Background: an optimization exercise with open tools, aiming at small area, a short achievable clock period and few clock cycles per item. Do not read the settings as production practice. Only simulation tests tie the RTL to the original design; equivalence was not proved. Power figures rest on the tool's default switching activity, not on a simulated workload.

## design.v

```verilog
`timescale 1ns/1ns
package order_pkg;
    typedef enum logic [7:0] {
        NEW     = 8'h30,
        CANCEL  = 8'h34,
        REPLACE = 8'h35
    } exec_type_e;
    typedef enum logic [7:0] {
        BUY  = 8'h31,
        SELL = 8'h32
    } side_e;
    typedef enum logic [7:0] {
        MARKET = 8'h31,
        LIMIT  = 8'h32
    } ord_type_e;
    typedef enum logic [7:0] {
        DAY = 8'h30,
        IOC = 8'h33,
        FOK = 8'h34
    } tif_e;
    typedef logic [31:0]       price_t;
    typedef logic [15:0]       qty_t;
    typedef logic [64-1:0] symbol_t;
    typedef struct packed {
        exec_type_e exec_type;
        side_e      side;
        ord_type_e  ord_type;
        tif_e       tif;
        price_t     price;
        qty_t       qty;
        symbol_t    symbol;
    } order_t;
    typedef logic [5-1:0][7:0] order_no_t;
endpackage
`timescale 1ns/1ns
package stream_pkg;
    typedef logic [64-1:0] beat_t;
    typedef logic [$clog2(4)-1:0] pe_idx_t;
    typedef enum logic [2:0] {
        IDLE,
        HDR,
        BODY,
        SYM,
        TAIL
    } builder_state_e;
    typedef logic [15:0] session_id_t;
    typedef logic [31:0] seq_num_t;
endpackage
`timescale 1ns/1ns
module order_no_counter (
    input  logic                 clk,
    input  logic                 resetn,
    input  logic                 advance_i,
    output order_pkg::order_no_t order_no_o
);
    logic [4*5-1:0] bcd_q;
    logic [5-1:0]   carry;
    always_comb begin
        logic c;
        c = advance_i;
        carry[0] = c;
        for (int d = 1; d < 5; d++) begin
            c = c && (bcd_q[4*(d-1) +: 4] == 4'd9);
            carry[d] = c;
        end
    end
    always_ff @(posedge clk) begin
        if (!resetn) begin
            bcd_q <= '0;
        end else begin
            for (int d = 0; d < 5; d++) begin
                if (carry[d]) begin
                    bcd_q[4*d +: 4] <= (bcd_q[4*d +: 4] == 4'd9) ? 4'd0 : bcd_q[4*d +: 4] + 4'd1;
                end
            end
        end
    end
    logic [8*5-1:0] ascii;
    always_comb begin
        for (int d = 0; d < 5; d++) begin
            ascii[8*d +: 8] = {4'h3, bcd_q[4*d +: 4]};
        end
    end
    assign order_no_o = ascii;
endmodule
`timescale 1ns/1ns
module top_payload_generator (
    input  logic                          clk,
    input  logic                          resetn,
    input  logic [15:0]                   session_id_i,
    input  logic [31:0]                   msg_seq_num_i,
    input  logic [4-1:0]            pe_valid_i,
    input  logic [4*(32 + 32 + 16 + 64)-1:0]   pe_order_i,
    output logic [4-1:0]            pe_ready_o,
    input  logic                          tready_i,
    output logic                          tvalid_o,
    output logic                          tlast_o,
    output logic [64-1:0]            tdata_o
);
    logic                 tvalid_q;
    logic [1:0]           beat_q;      
    stream_pkg::pe_idx_t  cur_q;       
    stream_pkg::pe_idx_t  nxt_q;       
    logic                 have_q;
    logic [4-1:0]   rdy_q;
    order_pkg::order_no_t order_no;
    order_pkg::order_t    ord;
    logic                 take;
    logic                 start;
    logic [4-1:0]   busy;
    logic [4-1:0]   cand;
    stream_pkg::pe_idx_t  pick;
    logic                 found;
    assign take  = tvalid_q && tready_i;
    assign start = have_q && (!tvalid_q || (beat_q == 2'd3 && tready_i));
    assign ord   = pe_order_i[cur_q*(32 + 32 + 16 + 64) +: (32 + 32 + 16 + 64)];
    always_comb begin
        busy = rdy_q;
        if (tvalid_q && beat_q != 2'd3) busy[cur_q] = 1'b1;
    end
    assign cand = pe_valid_i & ~busy;
    always_comb begin
        found = 1'b0;
        pick  = cur_q;
        for (int k = 1; k <= 4; k++) begin
            if (!found && cand[stream_pkg::pe_idx_t'(cur_q + k)]) begin
                found = 1'b1;
                pick  = stream_pkg::pe_idx_t'(cur_q + k);
            end
        end
    end
    always_ff @(posedge clk) begin
        if (!resetn) begin
            tvalid_q <= 1'b0;
            beat_q   <= 2'd0;
            cur_q    <= '0;
            nxt_q    <= '0;
            have_q   <= 1'b0;
            rdy_q    <= '0;
        end else begin
            rdy_q <= '0;
            if (take && beat_q == 2'd2) rdy_q[cur_q] <= 1'b1;
            if (start) begin
                tvalid_q <= 1'b1;
                beat_q   <= 2'd0;
                cur_q    <= nxt_q;
                have_q   <= 1'b0;
            end else begin
                if (take) begin
                    beat_q <= beat_q + 2'd1;
                    if (beat_q == 2'd3) tvalid_q <= 1'b0;
                end
                if (!have_q) begin
                    have_q <= found;
                    nxt_q  <= pick;
                end
            end
        end
    end
    always_comb begin
        case (beat_q)
            2'd0:    tdata_o = {session_id_i, ord.exec_type, ord.side, msg_seq_num_i};
            2'd1:    tdata_o = {ord.price, ord.qty, ord.ord_type, ord.tif};
            2'd2:    tdata_o = ord.symbol;
            default: tdata_o = {order_no, 24'd0};
        endcase
    end
    order_no_counter u_order_no (
        .clk        (clk),
        .resetn     (resetn),
        .advance_i  (take && beat_q == 2'd3),
        .order_no_o (order_no)
    );
    assign tvalid_o   = tvalid_q;
    assign tlast_o    = tvalid_q && beat_q == 2'd3;
    assign pe_ready_o = rdy_q;
endmodule
```

## run.sh

```bash
#!/bin/bash
# synth_recipe.tcl (not shown) runs the flow's synth.tcl, then flattens the netlist and writes it again
# the make line also repeats each setting of config.mk as NAME=value (left out here)
make -C /OpenROAD-flow-scripts/flow DESIGN_CONFIG=/design/flow/config.mk WORK_HOME=/design/flow/orfs CLKGATE_MAP_FILE= SYNTH_SCRIPT=/design/flow/synth_recipe.tcl finish
```

## config.mk

```make
export PLATFORM = sky130hd
export DESIGN_NAME = top_payload_generator
export DESIGN_NICKNAME = top_payload_generator
export VERILOG_FILES = /design/flow/design.v
export SDC_FILE = /design/flow/constraint.sdc
export NUM_CORES = 4
export LEC_CHECK = 0
export CAP_MARGIN = 20
export CORE_MARGIN = 2
export CORE_UTILIZATION = 40
export SLEW_MARGIN = 20
```

## constraint.sdc

```tcl
create_clock -name core_clock -period 5.0 [get_ports {clk}]
set_input_delay 1.0000 -clock core_clock [delete_from_list [all_inputs] [get_ports {clk}]]
set_output_delay 1.0000 -clock core_clock [all_outputs]
set_load 0.01 [all_outputs]
```

==> flow_summary.json, run 1 <==
{
  "status": "did not finish",
  "outcome.stop_stage": "I/O pin placement",
  "error": "[ERROR PPL-0024] Number of IO pins (701) exceeds maximum number of available positions (458). Increase the die perimeter from 516.08um to 953.36um.",
  "initial_utilization_pct": 41.0,
  "synth.most_common_cell": "sky130_fd_sc_hd__mux4_2",
  "synthesis.area_um2": 6250,
  "floorplan.rows": 45,
  "synth.top_cells.by_count": "sky130_fd_sc_hd__mux4_2 (146), sky130_fd_sc_hd__nand2_1 (51), sky130_fd_sc_hd__a222oi_1 (50), sky130_fd_sc_hd__nor2_1 (50), sky130_fd_sc_hd__clkbuf_1 (45)",
  "ys_async_sr_fraction_pct": 0,
  "synth.lib_cells_used.distinct": 44,
  "yosysWarningCount": 2,
  "synth_seq_area_share_pct": 10.2,
  "post-synth-top-area-cell": "sky130_fd_sc_hd__mux4_2",
  "post_synth.cell_area_avg_um2": 10.8,
  "ys_dominant_reg_cell": "sky130_fd_sc_hd__dfxtp_1",
  "synth_nets": 1216,
  "die_y_um": 129,
  "post_synth_main_area_contributors": "sky130_fd_sc_hd__mux4_2 (53%), sky130_fd_sc_hd__dfxtp_1 (10%), sky130_fd_sc_hd__a222oi_1 (8.0%)",
  "floorplan.die.width_um": 129,
  "postSynthCellCount": 577,
  "post-synth-top-area-fraction_pct": 52.6,
  "synth.ff_latch_count": 32,
  "synth-edff-count": 0
}
==> logic make-up after synthesis <==
kind of cell / count (synthesis) / share of synthesized area (%)
AOI/OAI and AO/OA: 140 / 16.5
xor gates and xnor gates: 9 / 1.26
adders and majority gates: 8 / 1.60
buffers and inverters: 84 / 5.48
DFF: 32 / 10.2
muxes: 150 / 53.2
and+or+nand+nor: 154 / 11.7
Testbench counts, summed over its fixed seeds: cycles 38,416, items 9,600.
==> run 2, diff against run 1 <==
--- a/config.mk
+++ b/config.mk
@@ -7,5 +7,5 @@
 export LEC_CHECK = 0
 export CAP_MARGIN = 20
-export CORE_MARGIN = 2
-export CORE_UTILIZATION = 40
+export CORE_AREA = 2.5 2.5 242.5 242.5
+export DIE_AREA = 0 0 245 245
 export SLEW_MARGIN = 20
==> flow_summary.json, run 2 <==
{
  "status": "timing/DRC/antenna clean",
  "final_hold_viol_count": 0,
  "initial_antenna_violation_count": 36,
  "rsz0062_at_grt": "false",
  "cts-root-buf": "sky130_fd_sc_hd__clkbuf_16",
  "largest_reg_flops": 20,
  "slew_headroom_pct": 42.7,
  "tritoncts": "done",
  "worstPathArrival_ps": 3320,
  "clock_latency_ps": 280,
  "globalplace.congestion": 0.911,
  "min_from": "u_order_no.bcd_q[17]",
  "synthToLayoutAreaGrowth_pct": 131,
  "dp_hpwl_um": 48600,
  "synth.ff_latch_count": 32,
  "cts_hold_buf": 0,
  "crit_path_class": "in -> out",
  "slew_violations": 0,
  "layout.cells.most_common_list": "sky130_fd_sc_hd__clkdlybuf4s50_1 (700), sky130_fd_sc_hd__mux4_2 (146), sky130_fd_sc_hd__nand2_1 (51)",
  "postSynthCellCount": 577,
  "reg2reg_from": "beat_q[1]",
  "leakage_nw": 4.63,
  "post_layout_nonfiller_instances": 2015,
  "synth_seq_area_share_pct": 10.2,
  "synth.lib_cells_used.distinct": 44,
  "final_layout_size_suffix_gt1_share_pct": 15.4,
  "postCtsSetupRepairBufs": 0,
  "ys_async_sr_fraction_pct": 0,
  "drt-pass1-iter-count": 9,
  "initial_utilization_pct": 10.9,
  "layout.cells.most_common": "sky130_fd_sc_hd__clkdlybuf4s50_1",
  "htree_num_levels": 2,
  "synth.most_common_cell": "sky130_fd_sc_hd__mux4_2",
  "p_switching_w": 0.000569,
  "post-synth-top-area-cell": "sky130_fd_sc_hd__mux4_2",
  "postRouteAntennaNets": 0,
  "power.ir.vdd_worst_mv": 0.125,
  "post-synth-top-area-fraction_pct": 52.6,
  "floorplan.io_pins": 701,
  "core-area_um2": 57400,
  "avgRoutedWirePerCell_um": 27.6,
  "portBuffers": 700,
  "die_y_um": 245,
  "power_density_over_cell_area_nw_per_um2": 127,
  "synthesis.area_um2": 6250,
  "max_slew.worst_pin.slew_ps": 859,
  "grt_pass1_wl_um": 73400,
  "grt_start_max_net_pins": 65,
  "drtIter0Drc": 962,
  "layout_worst_path_cycle_share_pct": 86.4,
  "cp-startpoint": "pe_order_i[417]",
  "cts_resized": 0,
  "placed_cells_incl_taps": 1999,
  "timing.hold.ws_ps": 495,
  "numCtsBuffers": 5,
  "post_synth_main_area_contributors": "sky130_fd_sc_hd__mux4_2 (53%), sky130_fd_sc_hd__dfxtp_1 (10%), sky130_fd_sc_hd__a222oi_1 (8.0%)",
  "die_area_um2": 60000,
  "final_period_minus_worst_setup_slack_ps": 4320,
  "synth_nets": 1216,
  "floorplan.rows": 88,
  "worstPathRequired_ps": 4000,
  "synth-edff-count": 0,
  "worstPathMaxFanout": 1,
  "timing.reg2reg.worst_path_depth": 6,
  "detailroute.via_count": 8960,
  "seqPwrFrac_pct": 15.0,
  "drt_wl_total_um": 55600,
  "reg_top3": "u_order_no.bcd_q x20, rdy_q x4",
  "hold_path.class": "reg -> reg",
  "sw_frac_of_total_pct": 31.1,
  "route.detailed.vias_per_inst": 4.45,
  "clock_path_buffers": 2,
  "yosysWarningCount": 2,
  "final_nets": 1880,
  "first_global_vias": 9140,
  "comb_power_share_pct": 67.6,
  "totalNegativeSetupSlack_ps": 0,
  "final.setup_skew_ps": 4.19,
  "hold_depth": 2,
  "grt_overflow": 0,
  "power.internal_w": 0.00126,
  "cp-end-kind": "output pin",
  "post_synth.cell_area_avg_um2": 10.8,
  "clk_network_pwr_share_pct": 17.4,
  "synth.top_cells.by_count": "sky130_fd_sc_hd__mux4_2 (146), sky130_fd_sc_hd__nand2_1 (51), sky130_fd_sc_hd__a222oi_1 (50), sky130_fd_sc_hd__nor2_1 (50), sky130_fd_sc_hd__clkbuf_1 (45)",
  "global_route_usage_sum_pct": 17.6,
  "ys_dominant_reg_cell": "sky130_fd_sc_hd__dfxtp_1",
  "design_power_total_w": 0.00183,
  "maxClockFrequency_ghz": 0.231,
  "setup_violations_final": 0,
  "clk_pin_slew_worst_paths_ps": 50,
  "max_cap_viol_count": 0,
  "worstSetupStartpointType": "input port",
  "clock-sinks": 32,
  "utilization_pct": 25.2,
  "floorplan.die.width_um": 245,
  "registers.top_by_ff_count": "u_order_no.bcd_q",
  "drt_drc_violations_left": 0
}
## run 2: cell counts after synthesis
No cell type changed its count.
## run 2: through the flow
stage                     instance area, um2  setup WS (ps)
after global placement                 14200            299
after floorplan                         6250           2050
after CTS                              14400            597
final                                  14400            678
after detailed placement               14300            618
after global routing                   14400            538
## run 2: final cells by class
cell class	count	area, um2
Fill cell	6084	42900
Timing Repair Buffer	728	7280
Multi-Input combinational cell	461	5320
Tap cell	765	957
Sequential cell	32	648
Clock buffer	7	153
Inverter	13	48.8
Antenna cell	9	22.5
## run 2: cell families after synthesis
logic type	synth area share, %
AND/OR/NAND/NOR	11.7
adder cells (fa/ha/maj)	1.60
XOR/XNOR	1.26
AO/OA/AOI/OAI	16.5
flip-flops	10.2
buffers and inverters	5.48
multiplexers	53.2
## run 2: per-layer routing
layer / routed length, um / vias up / GRT usage [%]
met5: 157 / - / 0
met4: 1140 / 26 / 3.61
met3: 6770 / 70 / 7.36
met2: 24300 / 583 / 26.1
met1: 23300 / 4484 / 23.7
li1: - / 3797 / -
## run 2: final timing paths
| check | endpoint | slack, ps |
|---|---|---|
| worst max-delay path | tdata_o[33] | 680 |
| worst min-delay path | u_order_no.bcd_q[17] | 490 |
| worst max register to register | u_order_no.bcd_q[9] | 2160 |
| worst min register to register | u_order_no.bcd_q[17] | 490 |
## run 2: critical path, stage by stage
cell	delay, ps
sky130_fd_sc_hd__clkdlybuf4s50_1	410
sky130_fd_sc_hd__mux4_2	480
sky130_fd_sc_hd__a222oi_1	510
sky130_fd_sc_hd__buf_4	220
sky130_fd_sc_hd__o21ai_0	140
sky130_fd_sc_hd__clkdlybuf4s50_1	560
## run 2: power groups by stage
stage	Combinational (W)	Sequential (W)	Clock (W)
6_report	0.00124	0.000274	0.000319
5_1_grt	0.00130	0.000275	0.000340
4_1_cts	0.00125	0.000275	0.000325
3_5_place_dp	0.00124	0.000280	0
3_3_place_gp	0.00124	0.000280	0
2_1_floorplan	0.000407	0.000270	0
==> run 3, diff against run 2 <==
--- a/design.v
+++ b/design.v
@@ -104,6 +104,10 @@
     logic                 have_q;
     logic [4-1:0]   rdy_q;
+    logic [3:0]           bsel_q;                
+    logic [2:0][4-1:0] esel_q;             
+    logic                 tvalid_d;
+    logic [1:0]           beat_d;
+    stream_pkg::pe_idx_t  cur_d;
     order_pkg::order_no_t order_no;
-    order_pkg::order_t    ord;
     logic                 take;
     logic                 start;
@@ -114,5 +118,4 @@
     assign take  = tvalid_q && tready_i;
     assign start = have_q && (!tvalid_q || (beat_q == 2'd3 && tready_i));
-    assign ord   = pe_order_i[cur_q*(32 + 32 + 16 + 64) +: (32 + 32 + 16 + 64)];
     always_comb begin
         busy = rdy_q;
@@ -130,40 +133,68 @@
         end
     end
+    always_comb begin
+        tvalid_d = tvalid_q;
+        beat_d   = beat_q;
+        cur_d    = cur_q;
+        if (start) begin
+            tvalid_d = 1'b1;
+            beat_d   = 2'd0;
+            cur_d    = nxt_q;
+        end else if (take) begin
+            beat_d = beat_q + 2'd1;
+            if (beat_q == 2'd3) tvalid_d = 1'b0;
+        end
+        if (!resetn) begin
+            tvalid_d = 1'b0;
+            beat_d   = 2'd0;
+            cur_d    = '0;
+        end
+    end
+    always_ff @(posedge clk) begin
+        tvalid_q <= tvalid_d;
+        beat_q   <= beat_d;
+        cur_q    <= cur_d;
+        for (int b = 0; b < 4; b++) begin
+            bsel_q[b] <= tvalid_d && beat_d == 2'(b);
+        end
+        for (int b = 0; b < 3; b++) begin
+            for (int e = 0; e < 4; e++) begin
+                esel_q[b][e] <= tvalid_d && beat_d == 2'(b) && cur_d == stream_pkg::pe_idx_t'(e);
+            end
+        end
+    end
     always_ff @(posedge clk) begin
         if (!resetn) begin
-            tvalid_q <= 1'b0;
-            beat_q   <= 2'd0;
-            cur_q    <= '0;
-            nxt_q    <= '0;
-            have_q   <= 1'b0;
-            rdy_q    <= '0;
+            nxt_q  <= '0;
+            have_q <= 1'b0;
+            rdy_q  <= '0;
         end else begin
             rdy_q <= '0;
             if (take && beat_q == 2'd2) rdy_q[cur_q] <= 1'b1;
             if (start) begin
-                tvalid_q <= 1'b1;
-                beat_q   <= 2'd0;
-                cur_q    <= nxt_q;
-                have_q   <= 1'b0;
-            end else begin
-                if (take) begin
-                    beat_q <= beat_q + 2'd1;
-                    if (beat_q == 2'd3) tvalid_q <= 1'b0;
-                end
-                if (!have_q) begin
-                    have_q <= found;
-                    nxt_q  <= pick;
-                end
-            end
-        end
-    end
-    always_comb begin
-        case (beat_q)
-            2'd0:    tdata_o = {session_id_i, ord.exec_type, ord.side, msg_seq_num_i};
-            2'd1:    tdata_o = {ord.price, ord.qty, ord.ord_type, ord.tif};
-            2'd2:    tdata_o = ord.symbol;
-            default: tdata_o = {order_no, 24'd0};
-        endcase
-    end
+                have_q <= 1'b0;
+            end else if (!have_q) begin
+                have_q <= found;
+                nxt_q  <= pick;
+            end
+        end
+    end
+    logic [4-1:0][64-1:0] eterm;
+    for (genvar e = 0; e < 4; e++) begin : g_eng
+        logic [(32 + 32 + 16 + 64)-1:0] o;
+        assign o = pe_order_i[e*(32 + 32 + 16 + 64) +: (32 + 32 + 16 + 64)];
+        assign eterm[e] = ({64{esel_q[0][e]}} & {16'h0,
+                                                 5'b0, o[138], 1'b0, o[136],
+                                                 6'b0, ~o[128], o[128],
+                                                 32'h0})
+                        | ({64{esel_q[1][e]}} & {o[111:80], o[79:64],
+                                                 6'b0, ~o[120], o[120],
+                                                 5'b0, o[114], o[112], o[112]})
+                        | ({64{esel_q[2][e]}} & o[63:0]);
+    end
+    assign tdata_o = ({64{bsel_q[0]}} & {session_id_i, 8'h30, 8'h30, msg_seq_num_i})
+                   | ({64{bsel_q[1]}} & {32'h0, 16'h0, 8'h30, 8'h30})
+                   | ({64{bsel_q[3]}} & {order_no, 24'd0})
+                   | eterm[0] | eterm[1] | eterm[2] | eterm[3];
     order_no_counter u_order_no (
         .clk        (clk),
@@ -173,5 +204,5 @@
     );
     assign tvalid_o   = tvalid_q;
-    assign tlast_o    = tvalid_q && beat_q == 2'd3;
+    assign tlast_o    = bsel_q[3];
     assign pe_ready_o = rdy_q;
 endmodule
==> flow/run.sh (new file) <==
#!/bin/bash
# The standard flow, with the port buffers made from the smallest buffer cell.
cp standard.sh standard_copy.sh.txt 2>/dev/null
export BUFFER_PORTS_ARGS="-buffer_cell sky130_fd_sc_hd__buf_1"
bash standard.sh > standard.log 2>&1
==> standard.sh (new file) <==
#!/bin/bash
# synth_recipe.tcl (not shown) runs the flow's synth.tcl, then flattens the netlist and writes it again
# the make line also repeats each setting of config.mk as NAME=value (left out here)
make -C /OpenROAD-flow-scripts/flow DESIGN_CONFIG=/design/flow/config.mk WORK_HOME=/design/flow/orfs CLKGATE_MAP_FILE= SYNTH_SCRIPT=/design/flow/synth_recipe.tcl "${@:-finish}"
--- a/config.mk
+++ b/config.mk
@@ -9,3 +9,4 @@
 export CORE_AREA = 2.5 2.5 242.5 242.5
 export DIE_AREA = 0 0 245 245
+export SETUP_SLACK_MARGIN = 2.2
 export SLEW_MARGIN = 20
removed: run.sh
==> flow_summary.json, run 3 <==
{
  "portBuffers": 596,
  "clock-sinks": 47,
  "tritoncts": "done",
  "postSynthCellCount": 654,
  "final_nets": 1871,
  "postRouteAntennaNets": 0,
  "reg2reg_slack_ps": 2390,
  "largest_reg_flops": 20,
  "post_synth.cell_area_avg_um2": 7.59,
  "worstSetupStartpointType": "input port",
  "min_from": "nxt_q[1]",
  "first_global_vias": 8361,
  "numCtsBuffers": 5,
  "final_layout_size_suffix_gt1_share_pct": 16.9,
  "floorplan.io_pins": 701,
  "synth.ff_latch_count": 47,
  "totalNegativeSetupSlack_ps": 0,
  "worstPathArrival_ps": 2130,
  "core-area_um2": 57400,
  "maxClockFrequency_ghz": 0.319,
  "drt_wl_total_um": 64800,
  "worstPathRequired_ps": 4000,
  "reg_top3": "u_order_no.bcd_q x20, esel_q x12, rdy_q x4",
  "grt_pass1_wl_um": 79600,
  "cp-startpoint": "pe_order_i[225]",
  "clk_pin_slew_worst_paths_ps": 80,
  "clock_latency_ps": 300,
  "initial_antenna_violation_count": 44,
  "hold_depth": 2,
  "layout.cells.most_common": "sky130_fd_sc_hd__buf_1",
  "avgRoutedWirePerCell_um": 32.2,
  "die_y_um": 245,
  "registers.top_by_ff_count": "u_order_no.bcd_q",
  "max_cap_viol_count": 0,
  "power_density_over_cell_area_nw_per_um2": 144,
  "post-synth-top-area-cell": "sky130_fd_sc_hd__dfxtp_1",
  "path_delay_family": "compound AO/OA/AOI/OAI gates",
  "synthToLayoutAreaGrowth_pct": 90.0,
  "dp_hpwl_um": 50800,
  "global_route_usage_sum_pct": 20.3,
  "crit_path_class": "in -> out",
  "synthesis.area_um2": 4960,
  "power.ir.vdd_worst_mv": 0.130,
  "cts-root-buf": "sky130_fd_sc_hd__clkbuf_16",
  "cp-end-kind": "output pin",
  "layout.cells.most_common_list": "sky130_fd_sc_hd__buf_1 (523), sky130_fd_sc_hd__a22oi_1 (105), sky130_fd_sc_hd__buf_6 (45)",
  "timing.hold.ws_ps": 472,
  "ys_dominant_reg_cell": "sky130_fd_sc_hd__dfxtp_1",
  "reg2reg_from": "cur_q[1]",
  "max_slew.worst_pin.slew_ps": 907,
  "drtIter0Drc": 987,
  "slew_headroom_pct": 39.5,
  "hold_path.class": "reg -> reg",
  "synth.most_common_cell": "sky130_fd_sc_hd__a22oi_1",
  "pre_cts_slack_ps": 1650,
  "grt_overflow": 0,
  "drt-pass1-iter-count": 6,
  "drt_drc_violations_left": 0,
  "detailroute.via_count": 9376,
  "synth-edff-count": 0,
  "synth_nets": 1291,
  "final_hold_viol_count": 0,
  "worstPathMaxFanout": 1,
  "rsz0062_at_grt": "true",
  "crit_path_frequent_cell": "sky130_fd_sc_hd__buf_1",
  "globalplace.congestion": 0.915,
  "floorplan.die.width_um": 245,
  "ys_async_sr_fraction_pct": 0,
  "synth.top_cells.by_count": "sky130_fd_sc_hd__a22oi_1 (115), sky130_fd_sc_hd__a221oi_1 (53), sky130_fd_sc_hd__clkbuf_1 (50)",
  "cts_hold_buf": 0,
  "htree_num_levels": 2,
  "clock_path_buffers": 2,
  "route.detailed.vias_per_inst": 4.66,
  "min_to": "nxt_q[1]",
  "leakage_nw": 3.13,
  "die_area_um2": 60000,
  "timing.reg2reg.worst_path_depth": 8,
  "initial_utilization_pct": 8.65,
  "timing.final.ws_setup_ps": 1870,
  "floorplan.rows": 88,
  "wp_buf_inv": 2,
  "synth_seq_area_share_pct": 19.0,
  "synth.lib_cells_used.distinct": 54,
  "status": "timing/DRC/antenna clean",
  "cpMaxStageDelayCell": "sky130_fd_sc_hd__a222oi_1",
  "post-synth-top-area-fraction_pct": 19.0,
  "slew_violations": 0,
  "layout_worst_path_cycle_share_pct": 62.7,
  "reg2reg_to": "nxt_q[0]",
  "yosysWarningCount": 2,
  "cp_cell_sequence": "buf_1 > a222oi_1 > nand3_1 > buf_1",
  "grt_start_max_net_pins": 33,
  "setup_violations_final": 0,
  "post_synth_main_area_contributors": "sky130_fd_sc_hd__dfxtp_1 (19%), sky130_fd_sc_hd__a22oi_1 (17%), sky130_fd_sc_hd__a221oi_1 (9.3%)",
  "cpPeakStageDelay_ps": 750,
  "final_period_minus_worst_setup_slack_ps": 3130,
  "utilization_pct": 16.4,
  "final.setup_skew_ps": 8.49
}
run 3: cell types whose count changed after synthesis, moves of 24 or more:
cell / before / now
sky130_fd_sc_hd__mux4_2: 146 / 0
sky130_fd_sc_hd__a22oi_1: 14 / 115
sky130_fd_sc_hd__a221oi_1: 0 / 53
sky130_fd_sc_hd__a22o_1: 0 / 45
sky130_fd_sc_hd__nand3_1: 6 / 38
sky130_fd_sc_hd__nand4_1: 4 / 28
run 3: area by class of cell:
type | instances | area [um2]
Antenna cell | 14 | 35.0
Clock buffer | 5 | 125
Clock inverter | 3 | 22.5
Fill cell | 6651 | 47900
Inverter | 21 | 80.1
Multi-Input combinational cell | 519 | 4040
Sequential cell | 47 | 983
Tap cell | 765 | 957
Timing Repair Buffer | 640 | 3190
run 3: power by group:
group / leakage [nW] / switching (W) / internal (W)
Sequential: 0.389 / 0.0000267 / 0.000379
Combinational: 2.67 / 0.000343 / 0.000250
Clock: 0.0743 / 0.000171 / 0.000188
run 3: worst register-to-register path, delay by kind of cell (launching register included):
family          cells  cell delay (ps)
compound gates      3              760
fa+ha+maj           1              410
buf+inv             2              330
flops               1              470
simple gates        2              590
run 3: how the worst max path moves through the flow:
stage | to | slack, ps | cells past startpoint
6_report | tdata_o[33] | 1870 | 4
5_1_grt | tdata_o[40] | 1870 | 7
4_1_cts | tdata_o[33] | 1920 | 4
3_5_place_dp | tdata_o[44] | 1650 | 5
3_3_place_gp | tdata_o[44] | 1640 | 5
2_1_floorplan | tdata_o[45] | 2290 | 3
run 3: logic make-up (layout without fill, tap and decap cells):
logic type                 after synthesis  in the layout  share of synthesized area, %
AOI/OAI and AO/OA                      313            313                          50.5
xor gates and xnor gates                11             11                          1.94
adders and majority gates                6              6                          1.51
buffers and inverters                   88            669                          7.01
DFF                                     47             47                          19.0
muxes                                    6              6                          1.23
other                                    0             14                             0
and+or+nand+nor                        183            183                          18.9
run 3: per-stage QoR:
stage	power (W)	std cells	area (um2)
floorplan	0.000571	654	4960
global placement	0.000921	1960	8000
detailed placement	0.000924	1960	8000
CTS	0.00135	1989	9130
global route	0.00143	2012	9430
finish	0.00136	2014	9430
run 3: what timing repair did:
| action | 4_1_cts | 5_1_grt |
|---|---|---|
| setup buffers | 21 | 11 |
| setup endpoints to repair | 65 | 59 |
| gates resized for setup | 203 | 54 |
| pin swaps | 55 | 53 |
run 3: routing by layer:
metal / vias up / wire length, um / global-route usage (%)
met4: 46 / 3710 / 9.00
met5: - / 286 / 0
met2: 875 / 23900 / 26.9
met3: 200 / 12300 / 14.6
li1: 3914 / - / -
met1: 4341 / 24700 / 24.5
Testbench counts of run 3, summed over its fixed seeds: cycles 38,416, items 9,600.
==> run 4, diff against run 3 <==
==> run.sh (new file) <==
#!/bin/bash
# synth_recipe.tcl (not shown) runs the flow's synth.tcl, then flattens the netlist and writes it again
# the make line also repeats each setting of config.mk as NAME=value (left out here)
make -C /OpenROAD-flow-scripts/flow DESIGN_CONFIG=/design/flow/config.mk WORK_HOME=/design/flow/orfs CLKGATE_MAP_FILE= SYNTH_SCRIPT=/design/flow/synth_recipe.tcl finish
removed: flow/run.sh
removed: standard.sh
==> flow_summary.json, run 4 <==
{
  "die_area_um2": 60000,
  "synth.most_common_cell": "sky130_fd_sc_hd__a22oi_1",
  "drt_wl_total_um": 67800,
  "floorplan.io_pins": 701,
  "postPlaceCellArea_um2": 11800,
  "worstPathArrival_ps": 2130,
  "yosysWarningCount": 2,
  "detailroute.via_count": 9219,
  "synth_seq_area_share_pct": 19.0,
  "floorplan.rows": 88,
  "synthToLayoutAreaGrowth_pct": 153,
  "postSynthCellCount": 654,
  "post_synth.cell_area_avg_um2": 7.59,
  "drt_drc_violations_left": 0,
  "clock-sinks": 47,
  "layout_worst_path_cycle_share_pct": 62.7,
  "routed-wl-met2_um": 27800,
  "post_synth_main_area_contributors": "sky130_fd_sc_hd__dfxtp_1 (19%), sky130_fd_sc_hd__a22oi_1 (17%), sky130_fd_sc_hd__a221oi_1 (9.3%)",
  "global_route_usage_sum_pct": 21.2,
  "die_y_um": 245,
  "clock_path_buffers": 2,
  "ys_dominant_reg_cell": "sky130_fd_sc_hd__dfxtp_1",
  "status": "timing/DRC/antenna clean",
  "power.ir.vdd_worst_mv": 0.137,
  "postRouteAntennaNets": 0,
  "timing.reg2reg.worst_path_depth": 8,
  "reg_top3": "u_order_no.bcd_q x20, esel_q x12, rdy_q x4",
  "slew_violations": 0,
  "largest_reg_flops": 20,
  "tritoncts": "done",
  "route.detailed.vias_per_inst": 4.58,
  "layout.cells.most_common_list": "sky130_fd_sc_hd__dlygate4sd2_1 (255), sky130_fd_sc_hd__buf_2 (97), sky130_fd_sc_hd__buf_6 (96)",
  "slew_headroom_pct": 47.4,
  "top_signal_layer_used": "met5",
  "final_period_minus_worst_setup_slack_ps": 3130,
  "max_slew.worst_pin.slew_ps": 789,
  "power_density_over_cell_area_nw_per_um2": 123,
  "final_layout_size_suffix_gt1_share_pct": 34.5,
  "wl_met1_um": 27500,
  "drt-pass1-iter-count": 5,
  "post-synth-top-area-cell": "sky130_fd_sc_hd__dfxtp_1",
  "synth.ff_latch_count": 47,
  "globalplace.congestion": 0.903,
  "initial_antenna_violation_count": 32,
  "cts-root-buf": "sky130_fd_sc_hd__clkbuf_16",
  "core-area_um2": 57400,
  "synthesis.area_um2": 4960,
  "grt_overflow": 0,
  "post-synth-top-area-fraction_pct": 19.0,
  "clock_latency_ps": 300,
  "met3RoutedLength_um": 10400,
  "registers.top_by_ff_count": "u_order_no.bcd_q",
  "leakage_nw": 5.33,
  "final.setup_skew_ps": 3.46,
  "portBuffers": 596,
  "dp_hpwl_um": 52900,
  "hold_path.class": "reg -> reg",
  "floorplan.die.width_um": 245,
  "worstSetupStartpointType": "input port",
  "hold_depth": 2,
  "avgRoutedWirePerCell_um": 33.7,
  "totalNegativeSetupSlack_ps": 0,
  "rsz0062_at_grt": "true",
  "grt_start_max_net_pins": 33,
  "numCtsBuffers": 5,
  "initial_utilization_pct": 8.65,
  "maxClockFrequency_ghz": 0.319,
  "worstPathRequired_ps": 4000,
  "grt_pass1_wl_um": 84200,
  "worstPathMaxFanout": 1,
  "cp-end-kind": "output pin",
  "max_cap_viol_count": 0,
  "htree_num_levels": 2,
  "final_hold_viol_count": 0,
  "synth.lib_cells_used.distinct": 54,
  "layout.cells.most_common": "sky130_fd_sc_hd__dlygate4sd2_1",
  "synth.top_cells.by_count": "sky130_fd_sc_hd__a22oi_1 (115), sky130_fd_sc_hd__a221oi_1 (53), sky130_fd_sc_hd__clkbuf_1 (50)",
  "synth_nets": 1291,
  "fillCellCount": 6430,
  "final_nets": 1872,
  "design_area_um2": 12500,
  "ys_async_sr_fraction_pct": 0,
  "crit_path_class": "in -> out",
  "drtIter0Drc": 754,
  "synth-edff-count": 0,
  "setup_violations_final": 0,
  "clk_pin_slew_worst_paths_ps": 80,
  "cts_hold_buf": 0,
  "first_global_vias": 9198
}
==> run 4: cell types whose count changed in the layout (fill, tap and decap cells not counted), moves of 33 or more <==
cell	previous run	this run
sky130_fd_sc_hd__a22oi_1	105	57
sky130_fd_sc_hd__buf_1	523	0
sky130_fd_sc_hd__dlygate4sd2_1	0	255
sky130_fd_sc_hd__clkdlybuf4s50_1	0	33
sky130_fd_sc_hd__buf_2	22	97
sky130_fd_sc_hd__a22oi_2	10	58
sky130_fd_sc_hd__clkdlybuf4s15_1	0	72
sky130_fd_sc_hd__buf_6	45	96
==> run 4: critical path: stages <==
cell                       delay [ps]
sky130_fd_sc_hd__buf_6             90
sky130_fd_sc_hd__a222oi_1         410
sky130_fd_sc_hd__nand4_1          160
sky130_fd_sc_hd__a221o_1          320
sky130_fd_sc_hd__buf_6            160
==> run 4: final cells by class <==
| type | count | area (um2) | share of cell area (%) |
|---|---|---|---|
| antenna | 11 | 27.5 | 0.220 |
| clock buffer | 5 | 125 | 0.998 |
| clock inverter | 3 | 27.5 | 0.220 |
| inverter | 21 | 80.1 | 0.639 |
| multi-input combinational | 519 | 4470 | 35.6 |
| sequential | 47 | 978 | 7.80 |
| tap | 765 | 957 | 7.63 |
| timing repair buffer | 641 | 5870 | 46.8 |
==> run 4: metrics by stage <==
stage / std cells / hold slack (ps) / utilization [%] / power (W) / setup slack (ps)
CTS: 1998 / 465 / 21.5 / 0.00156 / 1880
global route: 2006 / 493 / 21.8 / 0.00163 / 1860
detailed placement: 1963 / 456 / 20.5 / 0.00125 / 896
global placement: 1963 / 443 / 20.5 / 0.00125 / 941
finish: 2012 / 459 / 21.9 / 0.00155 / 1870
floorplan: 654 / 431 / - / 0.000571 / 2290
==> run 4: power by group <==
part	leakage (nW)	internal, W	switching, W	total [W]
combinational	4.87	0.000406	0.000365	0.000771
sequential	0.389	0.000380	0.0000272	0.000407
clock	0.0724	0.000192	0.000178	0.000369
==> run 4: worst paths after layout <==
kind | from | slack [ps] | endpoint
max | pe_order_i[45] | 1870 | tdata_o[45]
max reg2reg | cur_q[0] | 2480 | nxt_q[0]
min | nxt_q[1] | 460 | nxt_q[1]
min reg2reg | nxt_q[1] | 460 | nxt_q[1]
==> run 4: kinds of logic after synthesis <==
kind of cell               share of synthesized area (%)
DFF                                                 19.0
and+or+nand+nor                                     18.9
adders and majority gates                           1.51
AOI/OAI and AO/OA                                   50.5
buffers and inverters                               7.01
xor gates and xnor gates                            1.94
muxes                                               1.23
==> run 4: what timing repair did <==
item	CTS	global route
endpoints found under the hold margin	0	0
setup buffers	27	3
pin swaps	306	97
cloned	0	0
setup endpoints to repair	73	68
resized for setup	1469	97
==> run 4: routing by layer <==
layer,global-route usage [%],up-vias
li1,-,3912
met1,26.4,4444
met2,31.1,707
met3,12.8,124
met4,4.68,32
met5,0,-

==> re-timing with driven ports <==
How much do the figures lean on ideal ports? The routed layouts below were timed once more, with nothing changed but the port constraints. Step 1 assumes that a clkbuf_16 drives the clock port and a buf_2 every other input. Step 2 moves the port delays by t, midway between the first and last clock arrival at a register: inputs arrive t later, outputs are due t later. That takes back most of the time a late clock gives input paths. Three values: no drivers, after step 1, after step 2; two values: the first two.
run	t, ns	setup slack, ns	pins driven straight from the clock port
run 2	0.312	0.678 / 0.584 / 0.584	1
run 3	0.347	1.866 / 1.771 / 1.771	1
run 4	0.345	1.867 / 1.823 / 1.823	1
After both steps setup and hold are still met in every run listed. The setup slack of run 3, which loses most, moves by -0.095 ns with the drivers and by -0.095 ns with both steps.
